Source: an optimization exercise on an open RTL-to-GDS flow (aim: small area). Production flows keep margins and buffers that such runs may drop. Only simulation tests tie the RTL to the original design; equivalence was not proved. No activity file was given, so power comes from the tool's default toggle rates.

## lc4_processor_ss
module lc4_processor_ss #(
    parameter logic [15:0] PC_RESET = 16'h8200
) (
    input  logic        gwe,
    input  logic        i_rst_n,
    output logic [15:0] o_cur_pc,
    input  logic [15:0] i_cur_insn_a,     
    input  logic [15:0] i_cur_insn_b,     
    output logic [15:0] o_dmem_addr,
    output logic        o_dmem_we,
    output logic [15:0] o_dmem_towrite,
    input  logic [15:0] i_dmem_rdata,
    output logic        o_retire_a_valid,
    output logic [15:0] o_retire_a_pc,
    output logic [15:0] o_retire_a_insn,
    output logic        o_retire_a_rd_we,
    output logic [2:0]  o_retire_a_rd,
    output logic [15:0] o_retire_a_wdata,
    output logic        o_retire_a_dmem_we,
    output logic [15:0] o_retire_a_dmem_addr,
    output logic        o_retire_b_valid,
    output logic [15:0] o_retire_b_pc,
    output logic [15:0] o_retire_b_insn,
    output logic        o_retire_b_rd_we,
    output logic [2:0]  o_retire_b_rd,
    output logic [15:0] o_retire_b_wdata,
    output logic        o_retire_b_dmem_we,
    output logic [15:0] o_retire_b_dmem_addr
);
Size: roughly 1800 cells after synthesis, about 240 I/O pins.
clock: 8.0 ns
lec_check: 0
cap_margin: 10
core_margin: 2
core_utilization: 55
cts_buf_list: sky130_fd_sc_hd__clkbuf_8 sky130_fd_sc_hd__clkbuf_16
cts_cluster_diameter: 100
cts_cluster_size: 30
slew_margin: 10
standard.sh (not shown) runs the stock make flow with config.mk's settings and CLKGATE_MAP_FILE= SYNTH_SCRIPT=/design/flow/synth_recipe.tcl, a recipe that flattens the netlist after the stock synthesis.
==> flow/flow/run.sh <==
#!/bin/bash
# Layout flow: the standard ORFS flow with three changes:
#  - synthesis is the standard flow's own script, but ABC maps the logic with an area-oriented script
#    (flow/abc_area.script) and adders are left to ABC instead of the library's full-adder
#    cells (ADDER_MAP_FILE empty); registers are mapped before ABC runs, so they are unchanged;
#  - every port still gets a buffer, but the smallest one (buf_1);
#  - clock tree synthesis without dummy loads, with the buffers listed in CTS_BUF_LIST.
# Each tool's output goes to a log file of its own in the work folder.
set -euo pipefail
W=$(pwd)
FLOWDIR=$W/flow

# synth_recipe.tcl with ABC's -script argument replaced
{
  head -n 1 synth_recipe.tcl
  echo "proc abc {args} {"
  echo "  set i [lsearch -exact \$args -script]"
  echo "  if {\$i >= 0} { lset args [expr {\$i + 1}] {$FLOWDIR/abc_area.script} }"
  echo "  yosys abc {*}\$args"
  echo "}"
  tail -n +2 synth_recipe.tcl
} > "$W/own_synth.tcl"

export BUFFER_PORTS_ARGS="-buffer_cell sky130_fd_sc_hd__buf_1"
cfg() { sed -n "s/^export $1 *= *//p" config.mk | tail -n 1; }
CTS_BUFS=$(cfg CTS_BUF_LIST)
CTS_BUFS=${CTS_BUFS:-sky130_fd_sc_hd__clkbuf_4 sky130_fd_sc_hd__clkbuf_8}
CTS_A="-sink_clustering_enable -repair_clock_nets -dont_use_dummy_load -buf_list {$CTS_BUFS}"
[[ -n "$(cfg CTS_CLUSTER_SIZE)" ]] && CTS_A="$CTS_A -sink_clustering_size $(cfg CTS_CLUSTER_SIZE)"
[[ -n "$(cfg CTS_CLUSTER_DIAMETER)" ]] && CTS_A="$CTS_A -sink_clustering_max_diameter $(cfg CTS_CLUSTER_DIAMETER)"
export CTS_ARGS="$CTS_A"

ORFS_W=$W/orfs
RES=$ORFS_W/results/$FLOW_PLATFORM/lc4_processor_ss/base
make -C "$FLOW_HOME" DESIGN_CONFIG="$W/config.mk" WORK_HOME="$ORFS_W" CLKGATE_MAP_FILE= \
  SYNTH_SCRIPT="$W/own_synth.tcl" ADDER_MAP_FILE= finish > "$W/make_finish.log" 2>&1

: # left out here: write the final layout as DEF
==> flow/flow/abc_area.script <==
strash
balance
rewrite
refactor
balance
rewrite -z
refactor -z
balance
&get -n
&dch -f
&nf -p -R 1000
&put
strash
&get -n
&dch -f
&nf -p -R 100
&put
Change:
--- a/flow/config.mk
+++ b/flow/config.mk
@@ -8,7 +8,8 @@
 export CAP_MARGIN = 10
 export CORE_MARGIN = 2
-export CORE_UTILIZATION = 55
+export CORE_UTILIZATION = 45
 export CTS_BUF_LIST = sky130_fd_sc_hd__clkbuf_8 sky130_fd_sc_hd__clkbuf_16
 export CTS_CLUSTER_DIAMETER = 100
-export CTS_CLUSTER_SIZE = 30
+export CTS_CLUSTER_SIZE = 24
+export SETUP_SLACK_MARGIN = 0.2
 export SLEW_MARGIN = 10
Outcome: Sequential cell count is unchanged; wire length came out higher by 2.5%; worst setup slack is better by 0.18 ns; area after synthesis is unchanged; via count is lower by 3.1%; critical path depth came out lower by 2; fmax rose by 2.4%; worst hold slack degrades by 0.035 ns.
Change:
--- a/flow/config.mk
+++ b/flow/config.mk
@@ -8,8 +8,7 @@
 export CAP_MARGIN = 10
 export CORE_MARGIN = 2
-export CORE_UTILIZATION = 45
+export CORE_UTILIZATION = 50
 export CTS_BUF_LIST = sky130_fd_sc_hd__clkbuf_8 sky130_fd_sc_hd__clkbuf_16
 export CTS_CLUSTER_DIAMETER = 100
-export CTS_CLUSTER_SIZE = 24
-export SETUP_SLACK_MARGIN = 0.2
+export CTS_CLUSTER_SIZE = 30
 export SLEW_MARGIN = 10
Effect: Die area went down by 9.8%; setup slack gets worse by 0.19 ns; clock skew went up by 0.0072 ns; wire length went down by 1.8%; clock power went down by 6.3%.

[static timing again, ports no longer ideal]
No port has a modelled driver above. Below, the same layouts with a new extraction and two added sets of constraints. Step 1: set_driving_cell puts a clkbuf_16 on gwe and a buf_2 on each other input, an assumption about the parent block. Step 2 times the ports against the registers' clock, not the clock port: input delays grow and output delays shrink by t, the midpoint of the rising clock arrivals with the driver on. a / b / c = ideal ports / drivers / drivers and shift; a / b = the first two.
run	t, ns	setup slack, ns	worst slew at a driven data input, ns	pins driven straight from the clock port
the first run	0.572	0.346 / 0.292 / 0.864	0.07	1
the second run	0.585	0.526 / 0.472 / 1.056	0.07	1
the third run	0.572	0.332 / 0.274 / 0.846	0.05	1
After both steps setup and hold are still met in every run listed.
